Source: an optimization exercise on an open RTL-to-GDS flow (aim: small area, a short achievable clock period and few clock cycles per item). Production flows keep margins and buffers that such runs may drop. Where RTL was checked, it was by simulation tests only, not by an equivalence proof against the original. For run 5, only the layout was checked, not whether the RTL still works.

==> flow/design.v, too long to show whole: its modules and the start of the top module <==
// module lfs_cfg: 41 lines
// module lfs_fa: 10 lines
// module lfs_mac: 657 lines
// module lfs_p3: 155 lines
// module lfs_div5: 60 lines
// module lfs_coef: 95 lines
// module lfs_spd: 53 lines
// module lfs_ctrl: 234 lines
// module line_follow_steer_pd_core: 74 lines
module line_follow_steer_pd_core (
  input  logic                              clk,
  input  logic                              rst_n,
  input  logic                              in_valid,
  output logic                              in_ready,
  input  logic [lfs_pkg::PIX_W-1:0]         in_width_near,
  input  logic [lfs_pkg::PIX_W-1:0]         in_width_below,
  input  logic [lfs_pkg::PIX_W-1:0]         in_left_edge_near,
  input  logic [lfs_pkg::PIX_W-1:0]         in_right_edge_near,
  input  logic [lfs_pkg::CQ_W-1:0]          in_centre_exit,
  input  logic [lfs_pkg::CQ_W-1:0]          in_centre_near,
  input  logic [lfs_pkg::CQ_W-1:0]          in_centre_entry,
  input  logic [lfs_pkg::CQ_W-1:0]          in_centre_turn,
  input  logic [lfs_pkg::TURN_W-1:0]        in_turn_row,
  output logic                              out_valid,
  input  logic                              out_ready,
  output logic [lfs_pkg::DUTY_W-1:0]        out_servo_duty,
  output logic [lfs_pkg::SPEED_W-1:0]       out_speed_target,
  output logic [lfs_pkg::COEFF_W-1:0]       out_diff_coeff,
  output logic [lfs_pkg::ROW_W-1:0]         out_marker_row,
  output logic [lfs_pkg::COL_W-1:0]         out_marker_col,
  output logic                              out_marker_valid,
  input  logic                              cfg_we,
  input  logic [lfs_pkg::CFG_IDX_W-1:0]     cfg_idx,
  input  logic [lfs_pkg::CFG_DATA_W-1:0]    cfg_data
);
  // ...
==> flow/run.sh <==
#!/bin/bash
# synth_recipe.tcl (not shown) runs the flow's synth.tcl, then flattens the netlist and writes it again
# the make line also repeats each setting of config.mk as NAME=value (left out here)
make -C /OpenROAD-flow-scripts/flow DESIGN_CONFIG=/design/flow/config.mk WORK_HOME=/design/flow/orfs CLKGATE_MAP_FILE= SYNTH_SCRIPT=/design/flow/synth_recipe.tcl finish
==> flow/config.mk <==
export PLATFORM = sky130hd
export DESIGN_NAME = line_follow_steer_pd_core
export DESIGN_NICKNAME = line_follow_steer_pd_core
export VERILOG_FILES = /design/flow/design.v
export SDC_FILE = /design/flow/constraint.sdc
export NUM_CORES = 4
export LEC_CHECK = 0
export CAP_MARGIN = 50
export CORE_MARGIN = 2
export CORE_UTILIZATION = 40
export CTS_BUF_LIST = sky130_fd_sc_hd__clkbuf_4 sky130_fd_sc_hd__clkbuf_8
export SLEW_MARGIN = 70
export SYNTH_HIERARCHICAL = 1
==> flow/constraint.sdc <==
create_clock -name core_clock -period 11.0 [get_ports {clk}]
set_input_delay 2.2000 -clock core_clock [delete_from_list [all_inputs] [get_ports {clk}]]
set_output_delay 2.2000 -clock core_clock [all_outputs]
set_load 0.01 [all_outputs]
==> impl_metrics.json, run 1 <==
{
  "first_global_vias": 26800,
  "crit_start": "u_ctrl.s1_r[12]",
  "die-area_sq_mm": 0.0983,
  "area_dominant_class": "multi-input combinational cells",
  "io_buffers": 140,
  "ff2ff_path_depth": 13,
  "drive_gt1_share_pct": 11.4,
  "n_clock_buffer": 104,
  "nonClockBufferCount": 279,
  "seqCellArea_sq_mm": 0.0120,
  "setup_viol": 0,
  "ant_nets": 0,
  "r2r-end": "u_ctrl.s2_p3[14]",
  "synth-edff-count": 345,
  "wl_met3_um": 4150,
  "cts_resized": 0,
  "crit_slowest_cell": "fa_1",
  "multi_input_area_sq_mm": 0.0244,
  "fin_tns_setup_ns": 0,
  "end_kind": "register",
  "yosysWarnings": 8,
  "worst-path-max-fanout": 9,
  "status": "finished clean",
  "synth-simple-area-share_pct": 9.88,
  "top_regs": "u_ctrl.k_r (31), u_ctrl.s1_r (31)",
  "nets": 4317,
  "async_flop_share_pct": 0,
  "grt_max_degree": 66,
  "crit_chain": "buf_2 -> buf_2 -> and2_1 -> fa_1 -> fa_1 -> fa_1 -> fa_1 -> ha_1 -> a21oi_1 -> nor2_1 -> o41ai_1 -> o41ai_2 -> xor2_1",
  "cp.required_ns": 11.42
}
Testbench counts, summed over its fixed seeds: cycles 3,248, items 3,200.
==> run 2: changes to the inputs <==
--- a/flow/config.mk
+++ b/flow/config.mk
@@ -5,9 +5,9 @@
 export SDC_FILE = /design/flow/constraint.sdc
 export NUM_CORES = 4
 export LEC_CHECK = 0
-export CAP_MARGIN = 50
+export CAP_MARGIN = 70
 export CORE_MARGIN = 2
 export CORE_UTILIZATION = 40
 export CTS_BUF_LIST = sky130_fd_sc_hd__clkbuf_4 sky130_fd_sc_hd__clkbuf_8
-export SLEW_MARGIN = 70
+export SLEW_MARGIN = 85
 export SYNTH_HIERARCHICAL = 1
==> run 2 against run 1 <==
Critical path depth increased by 14. Still clean. Worst setup slack got worse by 5.1 ns. Clock-buffer cell count decreased by 5. First-iteration DRC count increased by 5.1%. Global-route usage increased by 1.0 points. Worst hold slack got worse by 0.0028 ns. Non-clock buffer count increased by 560. Final cell count increased by 11%. Area after synthesis unchanged.
==> impl_metrics.json, run 2 <==
{
  "worst-path-max-fanout": 4,
  "syn-cell-area_sq_mm": 0.0383,
  "crit_family": "buffers and inverters",
  "initial_core_util_pct": 40.3,
  "max_stage_delay_ns": 0.54,
  "wl_um": 96900,
  "wl_per_cell_um": 17.8,
  "coreArea_sq_mm": 0.0950,
  "root_buffer": "clkbuf_8",
  "fin_skew_ns": 0.0511,
  "synth-edff-count": 345,
  "crit_type": "register to register",
  "fmax_mhz": 105,
  "rrSetupSlack_ns": 1.45,
  "die_w_um": 313,
  "top_regs": "u_ctrl.k_r (31), u_ctrl.s1_r (31)",
  "async_flop_share_pct": 0,
  "post-route-util_pct": 53.1,
  "synth_flop_cell": "edfxtp_1",
  "syn_inst": 3454,
  "final_cell_mix": "fa_1 (368), edfxtp_1 (345), buf_1 (239)",
  "drive_gt1_share_pct": 28.0,
  "antenna_found_initial": 2,
  "arrival_ns": 9.97,
  "crit_slowest_cell": "clkdlybuf4s50_1",
  "yosysTopAreaCell": "edfxtp_1",
  "path_common_cell": "clkdlybuf4s50_1",
  "setup_viol": 0,
  "maxCapViolations": 0,
  "fin_crit_sh_pct": 86.8,
  "synthTopCellsByCount": "fa_1 (371), edfxtp_1 (345), ha_1 (292)",
  "io_buffers": 140,
  "std_cell_rows": 113,
  "via_per_inst": 5.27,
  "ios": 150,
  "final_cell_count_no_fill": 5440,
  "grt_setup_unrepaired": "false",
  "cts_resized": 0,
  "ant_nets": 0,
  "ys_types": 105,
  "cts_sinks": 427,
  "yosysWarnings": 8,
  "fin_tns_setup_ns": 0,
  "fin_crit_ns": 9.55,
  "ys_seq_elements": 427,
  "overflow": 0,
  "die-area_sq_mm": 0.0983,
  "status": "finished clean",
  "first_pass_iters": 6,
  "grt_pass1_wl_um": 154000,
  "place_hpwl_um": 78200,
  "synth_top_area_share_pct": 27.0,
  "drt-initial-drc-count": 1617,
  "hold_class": "register to register",
  "remaining_drc_errors": 0,
  "nets": 4878,
  "cp.required_ns": 11.42,
  "synth_area_leaders": "edfxtp_1 (27%), fa_1 (19%), ha_1 (9.5%)",
  "post-cts-setup-buffer-count": 0,
  "clk_latency_ns": 0.70,
  "vias": 28700,
  "clockBufferDepth": 3,
  "maxSlewViolCount": 0,
  "path_clk_slew_ns": 0.06,
  "synth.most_common_cell": "fa_1",
  "grt.total_usage_pct": 19.3,
  "synth.avg_cell_area_sq_um": 11.1,
  "yosysSeqAreaShare_pct": 31.3,
  "final_common_cell": "fa_1",
  "cp.buffers_inverters": 18,
  "synthToLayoutAreaGrowth_pct": 31.7,
  "gp_congestion": 0.861,
  "crit_path_start_kind": "register",
  "die_h_um": 313,
  "first_global_vias": 29900,
  "cts_hold_buf": 0,
  "htreeDepth": 3,
  "end_kind": "register",
  "tritoncts": "done",
  "finalHoldViolCount": 0,
  "cts_buffers": 79,
  "dp.cells": 5243,
  "grt_max_degree": 35
}
-- run 2: final timing paths --
| check | from | end | cells after the start |
|---|---|---|---|
| setup reg to reg | u_ctrl.s5_u[5] | u_ctrl.out_diff_coeff[3] | 27 |
| hold reg to reg | u_ctrl.s3_side[7] | u_ctrl.s4_side[7] | 0 |
| hold / removal | u_ctrl.s3_side[7] | u_ctrl.s4_side[7] | 0 |
| setup / recovery | u_ctrl.s5_u[5] | u_ctrl.out_diff_coeff[3] | 27 |
-- run 2: per-module statistics from Yosys (local to each module, per instance), excerpt --
module / flip-flops and latches / cells inside
lfs_coef: 0 / 197
lfs_mac: 0 / 901
lfs_cfg: 95 / 306
lfs_spd: 0 / 129
lfs_fa: 0 / 1
lfs_p3: 0 / 190
lfs_div5: 0 / 177
lfs_ctrl: 332 / 1190
-- run 2: logic make-up (layout without fill, tap and decap cells) --
| group | Yosys count | after routing | synth area share [%] |
|---|---|---|---|
| adder cells (fa/ha/maj) | 665 | 665 | 29.0 |
| flip-flops | 427 | 427 | 31.3 |
| other | 4 | 7 | 0.0392 |
| AND/OR/NAND/NOR | 716 | 716 | 9.88 |
| buffers and inverters | 464 | 1182 | 5.94 |
| AO/OA/AOI/OAI | 827 | 827 | 15.5 |
| XOR/XNOR | 316 | 316 | 7.26 |
| multiplexers | 35 | 35 | 1.09 |
-- run 2: through the flow --
stage,hold slack (ns),setup WS [ns],instance area [sq um]
after global routing,0.424,1.22,50500
after CTS,0.414,2.99,48100
after detailed placement,0.405,3.03,46400
after global placement,0.402,6.20,40000
after floorplan,0.400,0.529,38300
final,0.413,1.45,50500
-- run 2: worst reg2reg max path: stages, from the launching register on --
cell and delay [ns]:
edfxtp_1 0.37, buf_1 0.18, buf_1 0.18, buf_1 0.16
inv_2 0.11, ha_1 0.31, fa_1 0.51, ha_2 0.29
nand3_1 0.12, a21oi_4 0.06, clkdlybuf4s15_2 0.27, a2111oi_4 0.32
clkdlybuf4s50_1 0.54, clkdlybuf4s50_1 0.49, clkdlybuf4s50_1 0.49, clkdlybuf4s50_1 0.50
clkdlybuf4s50_1 0.52, clkdlybuf4s50_1 0.49, clkdlybuf4s50_1 0.48, clkdlybuf4s50_1 0.50
clkdlybuf4s50_1 0.49, clkdlybuf4s50_1 0.48, clkdlybuf4s50_1 0.48, clkdlybuf4s50_1 0.48
buf_1 0.14, o32ai_4 0.10, nor3_2 0.15, xnor2_1 0.09
-- run 2: routing by layer --
| metal | track usage [%] | vias to the layer above | part of all wire, % |
|---|---|---|---|
| met4 | 6.93 | 0 | 3.6 |
| li1 | - | 13500 | - |
| met5 | 0 | - | 0 |
| met3 | 2.73 | 202 | 4.8 |
| met2 | 33.7 | 705 | 49 |
| met1 | 24.5 | 14300 | 42 |
-- run 2: layout make-up --
type,count,area [sq um]
inverters,202,785
clock inverters,42,498
fillers,8125,44600
repair buffers,839,5890
well taps,1265,1580
multi-input cells,2565,28400
clock buffers,99,1260
diodes,1,2.50
flip-flops and latches,427,12000
==> run 3: changes to the inputs <==
--- a/flow/config.mk
+++ b/flow/config.mk
@@ -5,9 +5,9 @@
 export SDC_FILE = /design/flow/constraint.sdc
 export NUM_CORES = 4
 export LEC_CHECK = 0
-export CAP_MARGIN = 70
+export CAP_MARGIN = 25
 export CORE_MARGIN = 2
 export CORE_UTILIZATION = 40
 export CTS_BUF_LIST = sky130_fd_sc_hd__clkbuf_4 sky130_fd_sc_hd__clkbuf_8
-export SLEW_MARGIN = 85
+export SLEW_MARGIN = 40
 export SYNTH_HIERARCHICAL = 1
==> run 3 against run 2 <==
Flip-flop and latch count is the same. Still clean on timing, DRC and antenna. Worst setup slack gained 5.0 ns. Critical path type is now primary input to register. First-iteration DRC count increased by 2.8%.
==> impl_metrics.json, run 3 <==
{
  "grt.total_usage_pct": 18.1,
  "wl_um": 87600,
  "yosysWarnings": 8,
  "r2r-end": "u_ctrl.s4_y[15]",
  "muxShareOfSynthArea_pct": 1.09,
  "fin_skew_ns": 0.0352,
  "status": "finished clean",
  "final_cell_mix": "fa_1 (371), edfxtp_1 (345), ha_1 (292)",
  "cts_resized": 0,
  "fill_cells": 8993,
  "maxSlewViolCount": 0,
  "drt-initial-drc-count": 1663,
  "drive_gt1_share_pct": 7.23,
  "gp_congestion": 0.861,
  "holdWs_ns": 0.409,
  "hold_class": "register to register",
  "synth-edff-count": 345,
  "crit_slowest_cell": "nor2b_1",
  "io_buffers": 140,
  "arrival_ns": 4.87,
  "synth-simple-area-share_pct": 9.88,
  "crit_path_start_kind": "primary input",
  "synthXorXnorAreaFrac_pct": 7.26,
  "wl_per_cell_um": 18.3,
  "synth_area_leaders": "edfxtp_1 (27%), fa_1 (19%), ha_1 (9.5%)",
  "synth.most_common_cell": "fa_1",
  "remaining_drc_errors": 0,
  "initial_core_util_pct": 40.3,
  "yosysSeqAreaShare_pct": 31.3,
  "relSlewSlack_pct": 40.5,
  "worstMarginPinSlew_ns": 0.893,
  "dp.cells": 4632,
  "max_stage_delay_ns": 0.65,
  "post-cts-setup-buffer-count": 0,
  "crit_chain": "clkdlybuf4s50_1 -> nor2b_1 -> clkinv_8 -> buf_12 -> buf_16",
  "first_pass_iters": 5,
  "first_global_vias": 26200,
  "crit_type": "primary input to register",
  "r2r_start": "u_ctrl.s3_a[0]",
  "synth_top_family_by_area": "adder cells",
  "cts_hold_buf": 0,
  "setup_viol": 0,
  "fin_crit_ns": 4.57,
  "crit_start": "out_ready",
  "final_cell_count_no_fill": 4779,
  "synthAdderAreaFrac_pct": 29.0,
  "rrSetupSlack_ns": 6.55,
  "ys_seq_elements": 427,
  "grt_setup_unrepaired": "false",
  "yosysTopAreaCell": "edfxtp_1",
  "critPathCapture": "u_ctrl.out_diff_coeff[2]",
  "antenna_found_initial": 1,
  "die_w_um": 313,
  "syn-cell-area_sq_mm": 0.0383,
  "final_common_cell": "fa_1",
  "root_buffer": "clkbuf_8",
  "nets": 4215,
  "ios": 150,
  "grt_max_degree": 131,
  "cts_sinks": 427,
  "fin_crit_sh_pct": 41.6,
  "die_h_um": 313,
  "fmax_mhz": 219,
  "ys_types": 105,
  "cts_buffers": 77,
  "ant_nets": 0,
  "clockBufferDepth": 3,
  "maxCapViolations": 0,
  "finalHoldViolCount": 0,
  "end_kind": "register",
  "coreArea_sq_mm": 0.0950,
  "overflow": 0,
  "synth_flop_cell": "edfxtp_1",
  "fin_tns_setup_ns": 0,
  "clk_latency_ns": 0.69,
  "top_regs": "u_ctrl.k_r (31), u_ctrl.s1_r (31)",
  "syn_inst": 3454,
  "place_hpwl_um": 69400,
  "synth_top_area_share_pct": 27.0,
  "grt_pass1_wl_um": 142000,
  "async_flop_share_pct": 0,
  "synthToLayoutAreaGrowth_pct": 9.21,
  "synth.avg_cell_area_sq_um": 11.1,
  "cp.required_ns": 11.30,
  "path_clk_slew_ns": 0.06,
  "std_cell_rows": 113,
  "tritoncts": "done",
  "ff2ff_path_depth": 18,
  "synth-compound-area-share_pct": 15.5,
  "vias": 25500,
  "htreeDepth": 3,
  "via_per_inst": 5.33,
  "die-area_sq_mm": 0.0983,
  "worst-path-max-fanout": 130,
  "synthTopCellsByCount": "fa_1 (371), edfxtp_1 (345), ha_1 (292)"
}
## run 3: Yosys stat by module (local to each module, per instance), a selection
| module | area, sq um | cells | times used |
|---|---|---|---|
| lfs_coef | 1360 | 197 | 1 |
| lfs_cfg | 4050 | 306 | 1 |
| lfs_ctrl | 15400 | 1190 | 1 |
| lfs_spd | 927 | 129 | 1 |
| lfs_fa | 20.0 | 1 | 364 |
| lfs_p3 | 1330 | 190 | 1 |
| lfs_mac | 6610 | 901 | 1 |
| lfs_div5 | 1310 | 177 | 1 |
## run 3: kinds of logic after synthesis
| logic type | Yosys count |
|---|---|
| and+or+nand+nor | 716 |
| AOI/OAI and AO/OA | 827 |
| adders and majority gates | 665 |
| buffers and inverters | 464 |
| muxes | 35 |
| DFF | 427 |
| xor gates and xnor gates | 316 |
| other | 4 |
## run 3: worst min-delay path by stage
| stage | cells past startpoint | end | slack [ns] | from |
|---|---|---|---|---|
| floorplan | 0 | u_ctrl.out_marker_col[0] | 0.40 | u_ctrl.s5_side[2] |
| global placement | 0 | u_ctrl.out_speed_target[5] | 0.40 | u_ctrl.s5_side[14] |
| detailed placement | 0 | u_ctrl.s3_side[8] | 0.40 | u_ctrl.s2_col[6] |
| CTS | 0 | u_ctrl.s5_side[13] | 0.41 | u_ctrl.s4_side[13] |
| global route | 0 | u_ctrl.out_speed_target[6] | 0.42 | u_ctrl.s5_side[15] |
| finish | 0 | u_ctrl.s5_side[13] | 0.41 | u_ctrl.s4_side[13] |
## run 3: cell type report
cell class,instances,area (sq um),share of cell area (%)
Inverter,202,771,1.84
Tap cell,1265,1580,3.78
Sequential cell,427,12000,28.7
Timing Repair Buffer,178,1750,4.18
Multi-Input combinational cell,2565,24100,57.6
Clock buffer,96,1210,2.89
Clock inverter,44,442,1.06
Antenna cell,2,5.00,0.0120
## run 3: metrics by stage
| stage | setup slack [ns] | cell area [sq um] | util (%) |
|---|---|---|---|
| after global placement | 6.20 | 40000 | 42.1 |
| after global routing | 6.19 | 41800 | 44.0 |
| after detailed placement | 6.11 | 40100 | 42.2 |
| final | 6.43 | 41800 | 44.0 |
| after floorplan | 0.529 | 38300 | - |
| after CTS | 6.44 | 41800 | 44.0 |
## run 3: critical path, delay by kind of cell
kind | cells | cell delay (ns)
buf+inv | 4 | 1.81
simple gates | 1 | 0.65
## run 3: layer usage
layer  track usage (%)  part of all wire, %  vias to the layer above  routed length (um)
met5                 0                    0                        -                   0
met2              30.7                   48                      521               41900
met4              6.09                  3.2                        0                2780
met1              23.9                   45                    12500               39700
met3              2.36                  3.7                      127                3270
li1                  -                    -                    12300                   -
==> run 4: changes to the inputs <==
--- a/flow/config.mk
+++ b/flow/config.mk
@@ -5,9 +5,9 @@
 export SDC_FILE = /design/flow/constraint.sdc
 export NUM_CORES = 4
 export LEC_CHECK = 0
-export CAP_MARGIN = 25
+export CAP_MARGIN = 30
 export CORE_MARGIN = 2
 export CORE_UTILIZATION = 40
 export CTS_BUF_LIST = sky130_fd_sc_hd__clkbuf_4 sky130_fd_sc_hd__clkbuf_8
-export SLEW_MARGIN = 40
+export SLEW_MARGIN = 50
 export SYNTH_HIERARCHICAL = 1
==> run 4 against run 3 <==
Still clean. Cell area rose by 0.10%. Flip-flop and latch count did not move. Final cell count rose by 0.23%. Register-to-register slack improved by 0.05 ns. Utilization barely moved.
==> impl_metrics.json, run 4 <==
{
  "r2r_start": "u_ctrl.s1_r[14]",
  "cp.required_ns": 11.42,
  "maxCapViolations": 0,
  "top_regs": "u_ctrl.k_r (31), u_ctrl.s1_r (31)",
  "relSlewSlack_pct": 48.9,
  "clockBufferDepth": 3,
  "yosysSeqAreaShare_pct": 31.3,
  "end_kind": "register",
  "synth_top_area_share_pct": 27.0,
  "htreeDepth": 3,
  "die_w_um": 313,
  "cts_resized": 0,
  "fin_crit_ns": 4.40,
  "initial_core_util_pct": 40.3,
  "rrSetupSlack_ns": 6.60,
  "wl_per_cell_um": 18.3,
  "antenna_found_initial": 2,
  "place_hpwl_um": 69800,
  "cts_sinks": 427,
  "cts_hold_buf": 0,
  "fin_crit_sh_pct": 40.0,
  "worst-path-max-fanout": 14,
  "die_h_um": 313,
  "io_buffers": 140,
  "final_cell_mix": "fa_1 (371), edfxtp_1 (345), ha_1 (292)",
  "r2r-end": "u_ctrl.s2_p3[14]",
  "placed_cell_area_sq_mm": 0.0402,
  "final_area_sq_mm": 0.0419,
  "fin_tns_setup_ns": 0,
  "drt-initial-drc-count": 1567,
  "ant_nets": 0,
  "root_buffer": "clkbuf_8",
  "grt_max_degree": 131,
  "gp_congestion": 0.861,
  "grt_setup_unrepaired": "false",
  "synth_area_leaders": "edfxtp_1 (27%), fa_1 (19%), ha_1 (9.5%)",
  "setup_viol": 0,
  "yosysTopAreaCell": "edfxtp_1",
  "fmax_mhz": 227,
  "cts_buffers": 77,
  "synth_flop_cell": "edfxtp_1",
  "wl_um": 87900,
  "crit_type": "register to register",
  "holdPathEnd": "u_ctrl.s5_side[14]",
  "fill_cells": 9006,
  "drive_gt1_share_pct": 7.52,
  "synth.avg_cell_area_sq_um": 11.1,
  "min_from": "u_ctrl.s4_side[14]",
  "holdPathStages": 0,
  "path_clk_slew_ns": 0.06,
  "syn_inst": 3454,
  "die-area_sq_mm": 0.0983,
  "ys_seq_elements": 427,
  "first_pass_iters": 5,
  "status": "finished clean",
  "synth.most_common_cell": "fa_1",
  "ys_types": 105,
  "clk_latency_ns": 0.72,
  "ff2ff_path_depth": 11,
  "ios": 150,
  "final_common_cell": "fa_1",
  "first_global_vias": 26300,
  "via_per_inst": 5.32,
  "finalHoldViolCount": 0,
  "coreArea_sq_mm": 0.0950,
  "remaining_drc_errors": 0,
  "syn-cell-area_sq_mm": 0.0383,
  "nets": 4226,
  "crit_path_start_kind": "register",
  "synth-edff-count": 345,
  "std_cell_rows": 113,
  "fin_skew_ns": 0.0817,
  "synthToLayoutAreaGrowth_pct": 9.33,
  "async_flop_share_pct": 0,
  "tritoncts": "done",
  "maxSlewViolCount": 0,
  "grt.total_usage_pct": 18.2,
  "grt_pass1_wl_um": 143000,
  "hold_class": "register to register",
  "post-cts-setup-buffer-count": 0,
  "vias": 25500,
  "yosysWarnings": 8,
  "overflow": 0,
  "arrival_ns": 4.82,
  "synthTopCellsByCount": "fa_1 (371), edfxtp_1 (345), ha_1 (292)",
  "worstMarginPinSlew_ns": 0.763
}
==> run 4: changes by cell type in the layout (fill, tap and decap cells not counted), sizes merged <==
cell | previous run | this run
buf | 39 | 50
clkinvlp | 7 | 5
clkinv | 28 | 33
clkbuf | 96 | 94
bufinv | 7 | 6
diode | 2 | 1
inv | 204 | 205
==> run 4: logic make-up after synthesis <==
family	Yosys count	synth area share [%]
muxes	35	1.09
DFF	427	31.3
buffers and inverters	464	5.94
and+or+nand+nor	716	9.88
adders and majority gates	665	29.0
AOI/OAI and AO/OA	827	15.5
other	4	0.0392
xor gates and xnor gates	316	7.26
==> run 4: Yosys stat by module (local to each module, per instance), excerpt <==
module	flops+latches	cell area [sq um]
lfs_cfg	95	4050
lfs_coef	0	1360
lfs_ctrl	332	15400
lfs_div5	0	1310
lfs_fa	0	20.0
lfs_mac	0	6610
lfs_p3	0	1330
lfs_spd	0	927
==> run 4: metrics by stage <==
stage	util (%)	worst slack (ns)	hold WS, ns	instances
2_1_floorplan	-	0.529	0.400	3456
3_3_place_gp	42.1	6.20	0.402	4627
3_5_place_dp	42.4	6.32	0.405	4644
4_1_cts	44.0	6.56	0.411	4785
5_1_grt	44.1	6.21	0.418	4790
6_report	44.1	6.60	0.410	4790
==> run 4: worst max-delay path by stage <==
| stage | from | to | slack, ns | depth (start not counted) |
|---|---|---|---|---|
| after floorplan | out_ready | u_ctrl.pc_r[4] | 0.53 | 8 |
| after global placement | out_ready | u_ctrl.out_diff_coeff[10] | 6.20 | 4 |
| after detailed placement | in_right_edge_near[2] | u_ctrl.s1_r[28] | 6.32 | 11 |
| after CTS | u_ctrl.s1_r[14] | u_ctrl.s2_p3[14] | 6.56 | 11 |
| after global routing | u_ctrl.s1_r[14] | u_ctrl.s2_p3[14] | 6.21 | 11 |
| final | u_ctrl.s1_r[14] | u_ctrl.s2_p3[14] | 6.60 | 11 |
==> run 4: layer usage <==
metal / global-route usage [%] / up-vias / share of wire [%]
met5: 0 / - / 0
met4: 6.17 / 0 / 3.1
met3: 2.82 / 118 / 4.4
met2: 30.8 / 508 / 48
met1: 23.8 / 12600 / 45
li1: - / 12300 / -
==> run 4: layout make-up <==
class / count / area [sq um] / area share [%]
multi-input combinational: 2565 / 24100 / 57.6
tap: 1265 / 1580 / 3.78
antenna: 1 / 2.50 / 0.00597
timing repair buffer: 189 / 1800 / 4.31
clock buffer: 94 / 1190 / 2.83
inverter: 202 / 771 / 1.84
clock inverter: 47 / 422 / 1.01
sequential: 427 / 12000 / 28.7
==> run 4: critical path: stages (launching register included) <==
cell and delay [ns]:
edfxtp_1 0.64, inv_1 0.18, fa_1 0.58, fa_1 0.43, fa_1 0.53, fa_1 0.41, ha_1 0.38, a21oi_1 0.27
nor2_1 0.09, o41ai_1 0.32, o41ai_2 0.15, xor2_1 0.16
==> module lfs_cfg, before the edit <==
module lfs_cfg (
  input  logic                                 clk,
  input  logic                                 rst_n,
  input  logic                                 cfg_we,
  input  logic [lfs_pkg::CFG_IDX_W-1:0]        cfg_idx,
  input  logic [lfs_pkg::CFG_DATA_W-1:0]       cfg_data,
  output logic signed [lfs_pkg::GAIN5_W-1:0]   kp5,
  output logic signed [lfs_pkg::GAIN5_W-1:0]   kd5,
  output logic [lfs_pkg::DUTY_W-1:0]           duty_min,
  output logic [lfs_pkg::DUTY_W-1:0]           duty_max,
  output logic [lfs_pkg::DUTY_W-1:0]           duty_mlh,     
  output logic                                 mlh_below,    
  output logic                                 max_below     
);
  logic                                we_r;
  logic [lfs_pkg::CFG_IDX_W-1:0]       idx_r;
  logic [lfs_pkg::CFG_DATA_W-1:0]      data_r;
  always_ff @(posedge clk) begin
    we_r   <= cfg_we && rst_n;
    idx_r  <= cfg_idx;
    data_r <= cfg_data;
  end
  logic signed [lfs_pkg::GAIN5_W-1:0] g5;
  assign g5 = ($signed(data_r) <<< 2) + $signed(data_r);
  logic we_p, we_d, we_l, we_h;
  assign we_p = !rst_n || (we_r && idx_r == 2'd0);
  assign we_d = !rst_n || (we_r && idx_r == 2'd1);
  assign we_l = !rst_n || (we_r && idx_r == 2'd2);
  assign we_h = !rst_n || (we_r && idx_r == 2'd3);
  always_ff @(posedge clk) begin
    if (we_p) kp5      <= rst_n ? g5 : '0;
    if (we_d) kd5      <= rst_n ? g5 : '0;
    if (we_l) duty_min <= rst_n ? data_r[lfs_pkg::DUTY_W-1:0] : lfs_pkg::DUTY_W'(lfs_pkg::DUTY_MIN_RST);
    if (we_h) duty_max <= rst_n ? data_r[lfs_pkg::DUTY_W-1:0] : lfs_pkg::DUTY_W'(lfs_pkg::DUTY_MAX_RST);
  end
  always_ff @(posedge clk) begin
    duty_mlh  <= (duty_min > duty_max) ? duty_max : duty_min;
    mlh_below <= (duty_min < 12'd1500) || (duty_max < 12'd1500);
    max_below <= (duty_max < 12'd1500);
  end
endmodule
==> module lfs_ctrl, before the edit <==
module lfs_ctrl (
  input  logic                clk,
  input  logic                rst_n,
  input  logic                in_valid,
  output logic                in_ready,
  input  logic [6:0]          in_width_near,
  input  logic [6:0]          in_width_below,
  input  logic [6:0]          in_left_edge_near,
  input  logic [6:0]          in_right_edge_near,
  input  logic [10:0]         in_centre_exit,
  input  logic [10:0]         in_centre_near,
  input  logic [10:0]         in_centre_entry,
  input  logic [10:0]         in_centre_turn,
  input  logic [5:0]          in_turn_row,
  output logic                out_valid,
  input  logic                out_ready,
  output logic [11:0]         out_servo_duty,
  output logic [9:0]          out_speed_target,
  output logic [10:0]         out_diff_coeff,
  output logic [5:0]          out_marker_row,
  output logic [6:0]          out_marker_col,
  output logic                out_marker_valid,
  input  logic signed [18:0]  kp5,
  input  logic signed [18:0]  kd5,
  input  logic [11:0]         duty_min,
  input  logic [11:0]         duty_max,
  input  logic [11:0]         duty_mlh,
  input  logic                mlh_below,
  input  logic                max_below
);
  logic adv;
  logic kv_r, v1_r, v2_r, v3_r, v4_r, v5_r, ov_r;
  assign adv       = !(ov_r && !out_ready);
  assign in_ready  = !kv_r;
  assign out_valid = ov_r;
  typedef struct packed {
    logic [10:0] c;
    logic        e;      
    logic        x;      
    logic [5:0]  trz;    
    logic        z;      
    logic [10:0] ct;
  } fr_t;
  fr_t         f_in, k_r, s1_r;
  logic [11:0] c_sum;
  always_comb begin
    c_sum   = {1'b0, in_centre_near} + 12'd1264;
    f_in.e  = (in_width_near >= 7'd78);
    f_in.x  = !f_in.e && (in_width_below >= 7'd60);
    f_in.trz  = (in_turn_row == 6'd59) ? 6'd0 : in_turn_row;
    f_in.z    = (in_turn_row == 6'd59);
    f_in.ct   = in_centre_turn;
    if (f_in.e)                           f_in.c = in_centre_entry;
    else if (f_in.x)                      f_in.c = in_centre_exit;
    else if (in_left_edge_near < 7'd2)    f_in.c = {1'b0, in_centre_near[10:1]};
    else if (in_right_edge_near > 7'd77)  f_in.c = c_sum[11:1];
    else                                  f_in.c = in_centre_near;
  end
  always_ff @(posedge clk) begin
    if (!kv_r) k_r <= f_in;
    if (adv) s1_r <= kv_r ? k_r : f_in;
  end
  logic [10:0]        pc_r;         
  logic signed [11:0] err1, dif1;
  logic [17:0]        p3_1;
  logic [11:0]        aerr1;
  logic [5:0]         eh1, eo1, et1, dh1, do1, dt1;
  function automatic logic [17:0] booth12(input logic [11:0] y);
    logic [12:0] yp;
    logic [5:0]  h, o, t;
    yp = {y, 1'b0};
    for (int i = 0; i < 6; i++) begin
      h[i] = yp[2*i+2];
      o[i] = yp[2*i+1] ^ yp[2*i];
      t[i] = (yp[2*i+2] & !yp[2*i+1] & !yp[2*i]) | (!yp[2*i+2] & yp[2*i+1] & yp[2*i]);
    end
    booth12 = {h, o, t};
  endfunction
  always_comb begin
    err1   = $signed({1'b0, s1_r.c}) - 12'sd624;
    dif1   = $signed({1'b0, s1_r.c}) - $signed({1'b0, pc_r});
    aerr1  = err1[11] ? 12'(-err1) : 12'(err1);
    {eh1, eo1, et1} = booth12(err1);
    {dh1, do1, dt1} = booth12(dif1);
  end
  logic [5:0]         s2_eh, s2_eo, s2_et, s2_dh, s2_do, s2_dt;
  lfs_p3 u_p3 (
    .trz  (s1_r.trz),
    .ct   (s1_r.ct),
    .p3   (p3_1)
  );
  logic [11:0]        s2_aerr;
  logic [17:0]        s2_p3;
  logic [5:0]         s2_tr;
  logic               s2_e, s2_x;
  logic [6:0]         s2_col;
  always_ff @(posedge clk) begin
    if (adv) begin
      s2_eh   <= eh1;
      s2_eo   <= eo1;
      s2_et   <= et1;
      s2_dh   <= dh1;
      s2_do   <= do1;
      s2_dt   <= dt1;
      s2_aerr <= aerr1;
      s2_p3   <= p3_1;
      s2_tr   <= s1_r.z ? 6'd59 : s1_r.trz;
      s2_e    <= s1_r.e;
      s2_x    <= s1_r.x;
      s2_col  <= s1_r.c[10:4];
    end
  end
  logic [31:0] m_a2, m_b2;
  logic [8:0]  lo2;
  logic [6:0]  spd2;
  lfs_mac u_mac (
    .kp5 (kp5),
    .kd5 (kd5),
    .e_h (s2_eh),
    .e_o (s2_eo),
    .e_t (s2_et),
    .d_h (s2_dh),
    .d_o (s2_do),
    .d_t (s2_dt),
    .p3  (s2_p3),
    .m_a (m_a2),
    .m_b (m_b2)
  );
  assign lo2 = {1'b0, m_a2[7:0]} + {1'b0, m_b2[7:0]};
  lfs_spd u_spd (
    .tr   (s2_tr),
    .aerr (s2_aerr),
    .spd  (spd2)
  );
  typedef struct packed {
    logic [6:0] spd;     
    logic [6:0] col;
    logic       e;
    logic       x;
  } side_t;
  logic [23:0] s3_a, s3_b;
  logic        s3_c;
  side_t       s3_side, s4_side, s5_side;
  always_ff @(posedge clk) begin
    if (adv) begin
      s3_a    <= m_a2[31:8];
      s3_b    <= m_b2[31:8];
      s3_c    <= lo2[8];
      s3_side <= {spd2, s2_col, s2_e, s2_x};
    end
  end
  logic [23:0] hs3;
  logic [19:0] xs3;
  logic [14:0] lo5, hi5p;
  logic        low3, high3, sq3;
  assign hs3   = s3_a + s3_b + 24'(s3_c);
  assign xs3   = hs3[23:4];
  assign lo5   = {duty_min, 2'b00} + 15'(duty_min);
  assign hi5p  = {duty_max, 2'b00} + 15'(duty_max) + 15'd4;
  assign low3  = xs3[19] || (xs3[18:0] < 19'(lo5));
  assign high3 = (xs3[18:0] > 19'(hi5p));
  assign sq3   = (xs3[18:0] < 19'd7500);       
  logic [16:0] s4_y;
  logic        s4_low, s4_high, s4_sq;
  always_ff @(posedge clk) begin
    if (adv) begin
      s4_y    <= {1'b0, xs3[14:0], 1'b0} + {2'b00, xs3[14:0]};    
      s4_low  <= low3;
      s4_high <= high3;
      s4_sq   <= sq3;
      s4_side <= s3_side;
    end
  end
  logic        s4;
  logic [11:0] u4;
  assign s4 = s4_low ? mlh_below : s4_high ? max_below : s4_sq;
  lfs_div5 u_div5 (
    .y      (s4_y),
    .sq     (s4_sq),
    .low    (s4_low),
    .high   (s4_high),
    .u_low  (duty_mlh ^ {12{mlh_below}}),
    .u_high (duty_max ^ {12{max_below}}),
    .u      (u4)
  );
  logic [11:0] s5_u;
  logic        s5_s;
  always_ff @(posedge clk) begin
    if (adv) begin
      s5_u    <= u4;
      s5_s    <= s4;
      s5_side <= s4_side;
    end
  end
  logic [10:0] coeff5;
  lfs_coef u_coef (
    .u     (s5_u),
    .s     (s5_s),
    .coeff (coeff5)
  );
  always_ff @(posedge clk) begin
    if (adv) begin
      out_servo_duty   <= s5_u ^ {12{s5_s}};
      out_speed_target <= {3'b001, s5_side.spd};
      out_diff_coeff   <= coeff5;
      out_marker_row   <= {s5_side.e, !s5_side.e, !s5_side.x, s5_side.x, 1'b1, !s5_side.x};
      out_marker_col   <= s5_side.col;
      out_marker_valid <= (s5_side.col > 7'd1) && (s5_side.col < 7'd78);
    end
  end
  always_ff @(posedge clk) begin
    if (!rst_n) begin
      kv_r <= 1'b0;
      v1_r <= 1'b0;
      v2_r <= 1'b0;
      v3_r <= 1'b0;
      v4_r <= 1'b0;
      v5_r <= 1'b0;
      ov_r <= 1'b0;
      pc_r <= 11'd624;
    end else begin
      kv_r <= (kv_r || in_valid) && !adv;
      if (adv) begin
        v1_r <= kv_r || in_valid;
        v2_r <= v1_r;
        v3_r <= v2_r;
        v4_r <= v3_r;
        v5_r <= v4_r;
        ov_r <= v5_r;
        if (v1_r) pc_r <= s1_r.c;
      end
    end
  end
endmodule
==> module line_follow_steer_pd_core, before the edit <==
module line_follow_steer_pd_core (
  input  logic                              clk,
  input  logic                              rst_n,
  input  logic                              in_valid,
  output logic                              in_ready,
  input  logic [lfs_pkg::PIX_W-1:0]         in_width_near,
  input  logic [lfs_pkg::PIX_W-1:0]         in_width_below,
  input  logic [lfs_pkg::PIX_W-1:0]         in_left_edge_near,
  input  logic [lfs_pkg::PIX_W-1:0]         in_right_edge_near,
  input  logic [lfs_pkg::CQ_W-1:0]          in_centre_exit,
  input  logic [lfs_pkg::CQ_W-1:0]          in_centre_near,
  input  logic [lfs_pkg::CQ_W-1:0]          in_centre_entry,
  input  logic [lfs_pkg::CQ_W-1:0]          in_centre_turn,
  input  logic [lfs_pkg::TURN_W-1:0]        in_turn_row,
  output logic                              out_valid,
  input  logic                              out_ready,
  output logic [lfs_pkg::DUTY_W-1:0]        out_servo_duty,
  output logic [lfs_pkg::SPEED_W-1:0]       out_speed_target,
  output logic [lfs_pkg::COEFF_W-1:0]       out_diff_coeff,
  output logic [lfs_pkg::ROW_W-1:0]         out_marker_row,
  output logic [lfs_pkg::COL_W-1:0]         out_marker_col,
  output logic                              out_marker_valid,
  input  logic                              cfg_we,
  input  logic [lfs_pkg::CFG_IDX_W-1:0]     cfg_idx,
  input  logic [lfs_pkg::CFG_DATA_W-1:0]    cfg_data
);
  logic signed [lfs_pkg::GAIN5_W-1:0] kp5, kd5;
  logic [lfs_pkg::DUTY_W-1:0]         duty_min, duty_max, duty_mlh;
  logic                               mlh_below, max_below;
  lfs_cfg u_cfg (
    .clk      (clk),
    .rst_n    (rst_n),
    .cfg_we   (cfg_we),
    .cfg_idx  (cfg_idx),
    .cfg_data (cfg_data),
    .kp5      (kp5),
    .kd5      (kd5),
    .duty_min (duty_min),
    .duty_max  (duty_max),
    .duty_mlh  (duty_mlh),
    .mlh_below (mlh_below),
    .max_below (max_below)
  );
  lfs_ctrl u_ctrl (
    .clk                (clk),
    .rst_n              (rst_n),
    .in_valid           (in_valid),
    .in_ready           (in_ready),
    .in_width_near      (in_width_near),
    .in_width_below     (in_width_below),
    .in_left_edge_near  (in_left_edge_near),
    .in_right_edge_near (in_right_edge_near),
    .in_centre_exit     (in_centre_exit),
    .in_centre_near     (in_centre_near),
    .in_centre_entry    (in_centre_entry),
    .in_centre_turn     (in_centre_turn),
    .in_turn_row        (in_turn_row),
    .out_valid          (out_valid),
    .out_ready          (out_ready),
    .out_servo_duty     (out_servo_duty),
    .out_speed_target   (out_speed_target),
    .out_diff_coeff     (out_diff_coeff),
    .out_marker_row     (out_marker_row),
    .out_marker_col     (out_marker_col),
    .out_marker_valid   (out_marker_valid),
    .kp5                (kp5),
    .kd5                (kd5),
    .duty_min           (duty_min),
    .duty_max           (duty_max),
    .duty_mlh           (duty_mlh),
    .mlh_below          (mlh_below),
    .max_below          (max_below)
  );
endmodule
==> run 5: changes to the inputs <==
--- a/flow/design.v
+++ b/flow/design.v
@@ -23,36 +23,20 @@
   output logic signed [lfs_pkg::GAIN5_W-1:0]   kp5,
   output logic signed [lfs_pkg::GAIN5_W-1:0]   kd5,
   output logic [lfs_pkg::DUTY_W-1:0]           duty_min,
-  output logic [lfs_pkg::DUTY_W-1:0]           duty_max,
-  output logic [lfs_pkg::DUTY_W-1:0]           duty_mlh,     
-  output logic                                 mlh_below,    
-  output logic                                 max_below     
+  output logic [lfs_pkg::DUTY_W-1:0]           duty_max
 );
-  logic                                we_r;
-  logic [lfs_pkg::CFG_IDX_W-1:0]       idx_r;
-  logic [lfs_pkg::CFG_DATA_W-1:0]      data_r;
-  always_ff @(posedge clk) begin
-    we_r   <= cfg_we && rst_n;
-    idx_r  <= cfg_idx;
-    data_r <= cfg_data;
-  end
   logic signed [lfs_pkg::GAIN5_W-1:0] g5;
-  assign g5 = ($signed(data_r) <<< 2) + $signed(data_r);
+  assign g5 = ($signed(cfg_data) <<< 2) + $signed(cfg_data);
   logic we_p, we_d, we_l, we_h;
-  assign we_p = !rst_n || (we_r && idx_r == 2'd0);
-  assign we_d = !rst_n || (we_r && idx_r == 2'd1);
-  assign we_l = !rst_n || (we_r && idx_r == 2'd2);
-  assign we_h = !rst_n || (we_r && idx_r == 2'd3);
+  assign we_p = !rst_n || (cfg_we && cfg_idx == 2'd0);
+  assign we_d = !rst_n || (cfg_we && cfg_idx == 2'd1);
+  assign we_l = !rst_n || (cfg_we && cfg_idx == 2'd2);
+  assign we_h = !rst_n || (cfg_we && cfg_idx == 2'd3);
   always_ff @(posedge clk) begin
     if (we_p) kp5      <= rst_n ? g5 : '0;
     if (we_d) kd5      <= rst_n ? g5 : '0;
-    if (we_l) duty_min <= rst_n ? data_r[lfs_pkg::DUTY_W-1:0] : lfs_pkg::DUTY_W'(lfs_pkg::DUTY_MIN_RST);
-    if (we_h) duty_max <= rst_n ? data_r[lfs_pkg::DUTY_W-1:0] : lfs_pkg::DUTY_W'(lfs_pkg::DUTY_MAX_RST);
-  end
-  always_ff @(posedge clk) begin
-    duty_mlh  <= (duty_min > duty_max) ? duty_max : duty_min;
-    mlh_below <= (duty_min < 12'd1500) || (duty_max < 12'd1500);
-    max_below <= (duty_max < 12'd1500);
+    if (we_l) duty_min <= rst_n ? cfg_data[lfs_pkg::DUTY_W-1:0] : lfs_pkg::DUTY_W'(lfs_pkg::DUTY_MIN_RST);
+    if (we_h) duty_max <= rst_n ? cfg_data[lfs_pkg::DUTY_W-1:0] : lfs_pkg::DUTY_W'(lfs_pkg::DUTY_MAX_RST);
   end
 endmodule
 module lfs_fa (
@@ -1110,10 +1094,7 @@
   input  logic signed [18:0]  kp5,
   input  logic signed [18:0]  kd5,
   input  logic [11:0]         duty_min,
-  input  logic [11:0]         duty_max,
-  input  logic [11:0]         duty_mlh,
-  input  logic                mlh_below,
-  input  logic                max_below
+  input  logic [11:0]         duty_max
 );
   logic adv;
   logic kv_r, v1_r, v2_r, v3_r, v4_r, v5_r, ov_r;
@@ -1260,6 +1241,12 @@
   end
   logic        s4;
   logic [11:0] u4;
+  logic [11:0] duty_mlh;     
+  logic        mlh_below;    
+  logic        max_below;    
+  assign duty_mlh  = (duty_min > duty_max) ? duty_max : duty_min;
+  assign mlh_below = (duty_min < 12'd1500) || (duty_max < 12'd1500);
+  assign max_below = (duty_max < 12'd1500);
   assign s4 = s4_low ? mlh_below : s4_high ? max_below : s4_sq;
   lfs_div5 u_div5 (
     .y      (s4_y),
@@ -1346,8 +1333,7 @@
   input  logic [lfs_pkg::CFG_DATA_W-1:0]    cfg_data
 );
   logic signed [lfs_pkg::GAIN5_W-1:0] kp5, kd5;
-  logic [lfs_pkg::DUTY_W-1:0]         duty_min, duty_max, duty_mlh;
-  logic                               mlh_below, max_below;
+  logic [lfs_pkg::DUTY_W-1:0]         duty_min, duty_max;
   lfs_cfg u_cfg (
     .clk      (clk),
     .rst_n    (rst_n),
@@ -1357,10 +1343,7 @@
     .kp5      (kp5),
     .kd5      (kd5),
     .duty_min (duty_min),
-    .duty_max  (duty_max),
-    .duty_mlh  (duty_mlh),
-    .mlh_below (mlh_below),
-    .max_below (max_below)
+    .duty_max (duty_max)
   );
   lfs_ctrl u_ctrl (
     .clk                (clk),
@@ -1387,9 +1370,6 @@
     .kp5                (kp5),
     .kd5                (kd5),
     .duty_min           (duty_min),
-    .duty_max           (duty_max),
-    .duty_mlh           (duty_mlh),
-    .mlh_below          (mlh_below),
-    .max_below          (max_below)
+    .duty_max           (duty_max)
   );
 endmodule
--- a/flow/config.mk
+++ b/flow/config.mk
@@ -5,9 +5,9 @@
 export SDC_FILE = /design/flow/constraint.sdc
 export NUM_CORES = 4
 export LEC_CHECK = 0
-export CAP_MARGIN = 30
+export CAP_MARGIN = 50
 export CORE_MARGIN = 2
 export CORE_UTILIZATION = 40
 export CTS_BUF_LIST = sky130_fd_sc_hd__clkbuf_4 sky130_fd_sc_hd__clkbuf_8
-export SLEW_MARGIN = 50
+export SLEW_MARGIN = 70
 export SYNTH_HIERARCHICAL = 1
==> run 5 against run 4 <==
Fmax fell by 7.0%. Register-to-register slack got worse by 0.33 ns. Critical endpoint is now u_ctrl.s4_high. Clock skew fell by 0.039 ns. Cell area rose by 1.3%.
==> impl_metrics.json, run 5 <==
{
  "arrival_ns": 5.17,
  "grt.total_usage_pct": 18.6,
  "syn_inst": 3459,
  "fmax_mhz": 212,
  "yosysSeqAreaShare_pct": 29.8,
  "overflow": 0,
  "ff2ff_path_depth": 17,
  "gp_congestion": 0.875,
  "synth.avg_cell_area_sq_um": 11.0,
  "drive_gt1_share_pct": 11.2,
  "first_global_vias": 26600,
  "hold_class": "register to register",
  "cts_sinks": 394,
  "setup_viol": 0,
  "r2r_start": "u_ctrl.s3_a[0]",
  "rrSetupSlack_ns": 6.27,
  "die_h_um": 312,
  "root_buffer": "clkbuf_8",
  "final_cell_count_no_fill": 4879,
  "path_clk_slew_ns": 0.08,
  "post-cts-setup-buffer-count": 0,
  "vias": 26300,
  "ant_nets": 0,
  "io_buffers": 140,
  "ios": 150,
  "tritoncts": "done",
  "yosysWarnings": 8,
  "first_pass_iters": 5,
  "worst-path-max-fanout": 5,
  "end_kind": "register",
  "std_cell_rows": 113,
  "wl_per_cell_um": 18.6,
  "antenna_found_initial": 2,
  "clk_latency_ns": 0.68,
  "ys_seq_elements": 394,
  "fin_tns_setup_ns": 0,
  "wl_um": 90700,
  "r2r-end": "u_ctrl.s4_high",
  "via_per_inst": 5.38,
  "die-area_sq_mm": 0.0976,
  "yosysTopAreaCell": "edfxtp_1",
  "synthTopCellsByCount": "fa_1 (371), edfxtp_1 (345), ha_1 (292)",
  "crit_path_start_kind": "register",
  "clockBufferDepth": 3,
  "maxCapViolations": 0,
  "place_hpwl_um": 72600,
  "cts_buffers": 69,
  "synth-edff-count": 345,
  "maxSlewViolCount": 0,
  "crit_start": "u_ctrl.s3_a[0]",
  "fin_crit_sh_pct": 43.0,
  "synth.most_common_cell": "fa_1",
  "final_common_cell": "fa_1",
  "die_w_um": 312,
  "nets": 4317,
  "synth_area_leaders": "edfxtp_1 (27%), fa_1 (20%), ha_1 (9.6%)",
  "top_regs": "u_ctrl.k_r (31), u_ctrl.s1_r (31)",
  "grt_most_used_layer": "met2",
  "synth_flop_cell": "edfxtp_1",
  "syn-cell-area_sq_mm": 0.0380,
  "finalHoldViolCount": 0,
  "cts_resized": 0,
  "coreArea_sq_mm": 0.0946,
  "status": "finished clean",
  "layout_setup_ws_ns": 6.27,
  "cp.required_ns": 11.44,
  "dp.cells": 4741,
  "grt_setup_unrepaired": "false",
  "ys_types": 108,
  "critPathCapture": "u_ctrl.s4_high",
  "remaining_drc_errors": 0,
  "grtUsageMet2_pct": 30.7,
  "drt-initial-drc-count": 1681,
  "async_flop_share_pct": 0,
  "post-route-util_pct": 44.8,
  "synthToLayoutAreaGrowth_pct": 11.5,
  "grt.met1_usage_pct": 24.9,
  "cts_hold_buf": 0,
  "final_cell_mix": "fa_1 (371), edfxtp_1 (345), ha_1 (292)",
  "crit_type": "register to register",
  "grt_max_degree": 63,
  "fin_skew_ns": 0.0425,
  "place_ws_ns": 5.91,
  "grt_pass1_wl_um": 145000,
  "fin_crit_ns": 4.73,
  "htreeDepth": 3,
  "grt_util_met3_pct": 3.46,
  "initial_core_util_pct": 40.2,
  "synth_top_area_share_pct": 27.2
}
## run 5: cell types whose count changed after synthesis, moves of 14 or more
cell	delta
buf_6	+14
xor2_1	-29
a31oi_1	+19
a221oi_1	+15
nand2b_1	+35
a22o_1	-17
dfxtp_1	-33
a21oi_1	-14
## run 5: stage by stage
stage	hold WS [ns]	area (sq um)
after detailed placement	0.405	40700
after global routing	0.418	42400
final	0.412	42400
after CTS	0.414	42200
after global placement	0.403	39700
after floorplan	0.400	38000
## run 5: worst min-delay path by stage
stage,start,to,depth (start not counted)
final,u_ctrl.s1_r[18],u_ctrl.s2_x,0
after global routing,u_ctrl.s4_side[14],u_ctrl.s5_side[14],0
after CTS,u_ctrl.s4_side[8],u_ctrl.s5_side[8],0
after detailed placement,u_ctrl.s5_side[11],u_ctrl.out_speed_target[2],0
after global placement,u_ctrl.s3_side[5],u_ctrl.s4_side[5],0
after floorplan,u_ctrl.s5_side[2],u_ctrl.out_marker_col[0],0
## run 5: layout make-up
class,count,area [sq um]
diodes,5,12.5
well taps,1265,1580
flip-flops and latches,394,11300
inverters,194,744
repair buffers,292,2490
multi-input cells,2602,24700
fillers,8727,52200
clock inverters,33,349
clock buffers,94,1170
## run 5: critical path: stages (launching register included)
cell	delay [ns]
edfxtp_1	0.37
ha_1	0.30
a211oi_1	0.30
o21ai_1	0.22
a31oi_1	0.35
o21bai_1	0.19
a21oi_1	0.33
nor3_1	0.10
a211oi_1	0.34
xnor2_2	0.23
ha_1	0.31
nand4_1	0.14
nor2_1	0.07
or3_1	0.36
a21oi_1	0.15
nor2_1	0.05
maj3_1	0.35
a311o_1	0.35
## run 5: cell families after synthesis
group                    synth area share, %
AO/OA/AOI/OAI                           16.3
AND/OR/NAND/NOR                         10.6
flip-flops                              29.8
buffers and inverters                   6.21
XOR/XNOR                                6.81
other                                 0.0395
adder cells (fa/ha/maj)                 29.2
multiplexers                            1.06
## run 5: per-module statistics from Yosys, one instance, submodules excluded, excerpt
module / cells / cell area [sq um] / times used
lfs_div5: 177 / 1310 / 1
lfs_spd: 129 / 927 / 1
lfs_cfg: 193 / 2790 / 1
lfs_fa: 1 / 20.0 / 364
lfs_coef: 169 / 1260 / 1
lfs_mac: 945 / 6920 / 1
lfs_ctrl: 1288 / 16200 / 1
lfs_p3: 194 / 1370 / 1
## run 5: per-layer routing
layer	wire length, um	vias up
met5	0	-
met3	5030	140
met4	2570	0
met2	42800	660
met1	40400	12900
li1	-	12600

re-timing with driven ports:
Ports are ideal in the flow. The routed layouts listed here were re-timed in OpenROAD. Step 1 (the two cells are an assumption about what drives the block):
set clk [get_ports {clk}]
set_driving_cell -lib_cell sky130_fd_sc_hd__clkbuf_16 $clk
set_driving_cell -lib_cell sky130_fd_sc_hd__buf_2 [delete_from_list [all_inputs] $clk]
Step 2 moves the port delays by t, midway between the first and last clock arrival at a register: inputs arrive t later, outputs are due t later. That takes back most of the time a late clock gives input paths. Three values: no drivers, after step 1, after step 2; two values: the first two.
| run | t, ns | setup WS [ns] | worst setup path at the end | latest minus earliest clock arrival (ns) | cell pins on the clock port's net |
|---|---|---|---|---|---|
| run 1 | 0.761 | 6.548 / 6.548 / 6.456 | input to register | 0.084 / 0.084 | 1 |
| run 2 | 0.740 | 1.448 / 1.448 / 1.448 | register to register | 0.051 / 0.051 | 1 |
| run 3 | 0.738 | 6.425 / 6.473 / 5.734 | input to register | 0.049 / 0.049 | 1 |
| run 4 | 0.746 | 6.603 / 6.603 / 6.297 | input to register | 0.082 / 0.081 | 1 |
| run 5 | 0.728 | 6.272 / 6.272 / 5.930 | input to register | 0.043 / 0.042 | 1 |
After both steps every run listed still meets setup and hold. The setup slack of run 3, which loses most, moves by +0.048 ns with the drivers and by -0.691 ns with both steps.
